What follows belongs to an exercise in optimizing a design on an open flow for small area; a production flow would make more cautious choices.
In this exercise RTL edits were held to simulation tests only and were not proved equivalent to the original.

==> module key_buf, before the edit <==
module key_buf
(
   input  logic [KEY_W-1:0]   key,
   input  logic [3*NROUNDS-1:0] rd_sel,    
   output logic [NW-1:0]      rd_key_1,
   output logic [NW-1:0]      rd_key_2,
   output logic [NW-1:0]      rd_key_3
);
   logic [NW-1:0] w [NWORDS];
   genvar n;
   generate
      for (n = 0; n < NKW; n++) begin : g_key
         assign w[n] = key[KEY_W-1-NW*n -: NW];
      end
      for (n = NKW; n < NWORDS; n++) begin : g_ext
         key_word #(.N(n)) u_word (.w16(w[n-16]), .w7(w[n-7]), .w(w[n]));
      end
   endgenerate
   localparam int NG = (NROUNDS + 2) / 3;    
   logic [3*NW-1:0] col [NROUNDS];
   logic [3*NW-1:0] rd;
   generate
      for (n = 0; n < NROUNDS; n++) begin : g_col
         assign col[n] = {w[3*n+2], w[3*n+1], w[3*n]};
      end
      for (n = 0; n < 3*NW; n++) begin : g_bit
         logic [NG-1:0] g;
         genvar j;
         for (j = 0; j < NG; j++) begin : g_grp
            if (3*j + 2 < NROUNDS) begin : g3
               aoi222 u_aoi (
                  .a1(rd_sel[(n/NW)*NROUNDS+3*j]),   .a2(col[3*j][n]),
                  .b1(rd_sel[(n/NW)*NROUNDS+3*j+1]), .b2(col[3*j+1][n]),
                  .c1(rd_sel[(n/NW)*NROUNDS+3*j+2]), .c2(col[3*j+2][n]),
                  .y (g[j]));
            end else if (3*j + 1 < NROUNDS) begin : g2
               aoi22 u_aoi (
                  .a1(rd_sel[(n/NW)*NROUNDS+3*j]),   .a2(col[3*j][n]),
                  .b1(rd_sel[(n/NW)*NROUNDS+3*j+1]), .b2(col[3*j+1][n]),
                  .y (g[j]));
            end else begin : g1
               assign g[j] = ~(rd_sel[(n/NW)*NROUNDS+3*j] & col[3*j][n]);
            end
         end
         assign rd[n] = ~&g;
      end
   endgenerate
   assign rd_key_1 = rd[NW-1:0];
   assign rd_key_2 = rd[2*NW-1:NW];
   assign rd_key_3 = rd[3*NW-1:2*NW];
endmodule
==> module round_predec, before the edit <==
module round_predec
(
   input  logic [6:0]  round_no,
   output logic [5:0]  hi_n,
   output logic [15:0] lo_n
);
   always_comb begin
      for (int h = 0; h < 6; h++)
         hi_n[h] = !(round_no[6:4] == 3'(h));
      for (int l = 0; l < 16; l++)
         lo_n[l] = !(round_no[3:0] == 4'(l));
   end
endmodule
==> module round_sel, before the edit <==
module round_sel
(
   input  logic [5:0]         hi_n,
   input  logic [15:0]        lo_n,
   output logic [NROUNDS-1:0] sel
);
   always_comb begin
      for (int k = 0; k < NROUNDS; k++)
         sel[k] = !(hi_n[(2 + 3 * k) / 16] || lo_n[(2 + 3 * k) % 16]);
   end
endmodule
==> module key_sched, before the edit <==
module key_sched
(
   input  logic             clk,
   input  logic             rst_n,
   input  logic             key_load,
   input  logic [KEY_W-1:0] key_in,
   input  logic [6:0]       round_no,
   output logic [NW-1:0]    round_key_1,
   output logic [NW-1:0]    round_key_2,
   output logic [NW-1:0]    round_key_3,
   output logic             busy,
   output logic             ready,
   output logic             key_err
);
   logic [KEY_W-1:0]   key_q;
   logic [3*NROUNDS-1:0] sel;
   logic [5:0]         hi_n;
   logic [15:0]        lo_n;
   always_ff @(posedge clk or negedge rst_n) begin
      if (!rst_n) begin
         busy  <= 1'b0;
         ready <= 1'b0;
      end else begin
         busy  <= key_load;
         ready <= !key_load && (busy || ready);
      end
   end
   logic [KEY_W-1:0]   key_d;
   genvar i;
   generate
      for (i = 0; i < KEY_W; i++) begin : g_hold
         key_hold u_key_hold (.load(key_load), .load_n(!key_load), .key_in(key_in[i]),
                              .key_q(key_q[i]), .key_d(key_d[i]));
      end
   endgenerate
   always_ff @(posedge clk) begin
      key_q <= key_d;
   end
   key_buf u_key_buf (
      .key      (key_q),
      .rd_sel   (sel),
      .rd_key_1 (round_key_1),
      .rd_key_2 (round_key_2),
      .rd_key_3 (round_key_3)
   );
   round_predec u_predec (.round_no(round_no), .hi_n(hi_n), .lo_n(lo_n));
   generate
      for (i = 0; i < 3; i++) begin : g_sel
         round_sel u_sel (.hi_n(hi_n), .lo_n(lo_n), .sel(sel[NROUNDS*i +: NROUNDS]));
      end
   endgenerate
   always_comb begin
      key_err = 1'b1;
      for (int k = 0; k < NROUNDS; k++)
         if (round_no == 7'(2 + 3 * k))
            key_err = 1'b0;
   end
endmodule
Settings: LEC_CHECK=0, CAP_MARGIN=20, CORE_MARGIN=2, CORE_UTILIZATION=40, CTS_BUF_LIST=sky130_fd_sc_hd__clkbuf_4 sky130_fd_sc_hd__clkbuf_8, SETUP_SLACK_MARGIN=0.1, SLEW_MARGIN=20, SYNTH_HIERARCHICAL=1, SYNTH_MINIMUM_KEEP_SIZE=0; clock period 10.0 ns.
standard.sh (not shown) runs the stock make flow with config.mk's settings and CLKGATE_MAP_FILE= SYNTH_SCRIPT=/design/flow/synth_recipe.tcl, a recipe that flattens the netlist after the stock synthesis.
==> flow/flow/run.sh <==
#!/bin/bash
# The standard layout, with the port buffers made of the smallest buffer cell.
set -euo pipefail
bash standard.sh "BUFFER_PORTS_ARGS=-buffer_cell sky130_fd_sc_hd__buf_1" finish > standard.log 2>&1
Rerun with:
--- a/flow/design.v
+++ b/flow/design.v
@@ -34,7 +34,7 @@
 module key_buf
 (
    input  logic [KEY_W-1:0]   key,
-   input  logic [3*NROUNDS-1:0] rd_sel,    
+   input  logic [NROUNDS-1:0] rd_sel,
    output logic [NW-1:0]      rd_key_1,
    output logic [NW-1:0]      rd_key_2,
    output logic [NW-1:0]      rd_key_3
@@ -62,17 +62,17 @@
          for (j = 0; j < NG; j++) begin : g_grp
             if (3*j + 2 < NROUNDS) begin : g3
                aoi222 u_aoi (
-                  .a1(rd_sel[(n/NW)*NROUNDS+3*j]),   .a2(col[3*j][n]),
-                  .b1(rd_sel[(n/NW)*NROUNDS+3*j+1]), .b2(col[3*j+1][n]),
-                  .c1(rd_sel[(n/NW)*NROUNDS+3*j+2]), .c2(col[3*j+2][n]),
+                  .a1(rd_sel[3*j]),   .a2(col[3*j][n]),
+                  .b1(rd_sel[3*j+1]), .b2(col[3*j+1][n]),
+                  .c1(rd_sel[3*j+2]), .c2(col[3*j+2][n]),
                   .y (g[j]));
             end else if (3*j + 1 < NROUNDS) begin : g2
                aoi22 u_aoi (
-                  .a1(rd_sel[(n/NW)*NROUNDS+3*j]),   .a2(col[3*j][n]),
-                  .b1(rd_sel[(n/NW)*NROUNDS+3*j+1]), .b2(col[3*j+1][n]),
+                  .a1(rd_sel[3*j]),   .a2(col[3*j][n]),
+                  .b1(rd_sel[3*j+1]), .b2(col[3*j+1][n]),
                   .y (g[j]));
             end else begin : g1
-               assign g[j] = ~(rd_sel[(n/NW)*NROUNDS+3*j] & col[3*j][n]);
+               assign g[j] = ~(rd_sel[3*j] & col[3*j][n]);
             end
          end
          assign rd[n] = ~&g;
@@ -95,30 +95,6 @@
 );
    assign key_d = (load & key_in) | (load_n & key_q);
 endmodule
-module round_predec
-(
-   input  logic [6:0]  round_no,
-   output logic [5:0]  hi_n,
-   output logic [15:0] lo_n
-);
-   always_comb begin
-      for (int h = 0; h < 6; h++)
-         hi_n[h] = !(round_no[6:4] == 3'(h));
-      for (int l = 0; l < 16; l++)
-         lo_n[l] = !(round_no[3:0] == 4'(l));
-   end
-endmodule
-module round_sel
-(
-   input  logic [5:0]         hi_n,
-   input  logic [15:0]        lo_n,
-   output logic [NROUNDS-1:0] sel
-);
-   always_comb begin
-      for (int k = 0; k < NROUNDS; k++)
-         sel[k] = !(hi_n[(2 + 3 * k) / 16] || lo_n[(2 + 3 * k) % 16]);
-   end
-endmodule
 module key_sched
 (
    input  logic             clk,
@@ -134,9 +110,7 @@
    output logic             key_err
 );
    logic [KEY_W-1:0]   key_q;
-   logic [3*NROUNDS-1:0] sel;
-   logic [5:0]         hi_n;
-   logic [15:0]        lo_n;
+   logic [NROUNDS-1:0] sel;
    always_ff @(posedge clk or negedge rst_n) begin
       if (!rst_n) begin
          busy  <= 1'b0;
@@ -164,17 +138,10 @@
       .rd_key_2 (round_key_2),
       .rd_key_3 (round_key_3)
    );
-   round_predec u_predec (.round_no(round_no), .hi_n(hi_n), .lo_n(lo_n));
-   generate
-      for (i = 0; i < 3; i++) begin : g_sel
-         round_sel u_sel (.hi_n(hi_n), .lo_n(lo_n), .sel(sel[NROUNDS*i +: NROUNDS]));
-      end
-   endgenerate
    always_comb begin
-      key_err = 1'b1;
       for (int k = 0; k < NROUNDS; k++)
-         if (round_no == 7'(2 + 3 * k))
-            key_err = 1'b0;
+         sel[k] = (round_no == 7'(2 + 3 * k));
+      key_err = ~|sel;
    end
 endmodule
 `default_nettype wire
Via count is lower by 11%.
Area after synthesis drops by 0.73%.
Design area decreases by 1.9%.
First-iteration DRC count falls by 13%.
Worst setup slack gets better by 330 ps.
Wire length went down by 34%.

[what the ideal ports hide]
Ports are ideal in the flow. The routed layouts listed here were re-timed in OpenROAD.
Step 1 (the two cells are an assumption about what drives the block):
set clk [get_ports {clk}]
set_driving_cell -lib_cell sky130_fd_sc_hd__clkbuf_16 $clk
set_driving_cell -lib_cell sky130_fd_sc_hd__buf_2 [delete_from_list [all_inputs] $clk]
Step 2 also shifts input and output timing later by t, the mid clock arrival at the registers, as if the neighbouring blocks saw the same clock.
Three values: ideal ports, drivers, drivers and shift; two values: the first two.
run	shift t [ns]	slack for setup (ns)	hold slack, ns	worst register clock-pin slew, ns
the first run	0.566	1.610 / 1.557 / 2.123	0.493 / 0.493 / 0.493	0.13 / 0.13
the second run	0.506	1.943 / 1.891 / 2.397	0.496 / 0.496 / 0.496	0.09 / 0.09
After both steps setup and hold are still met in every run listed.
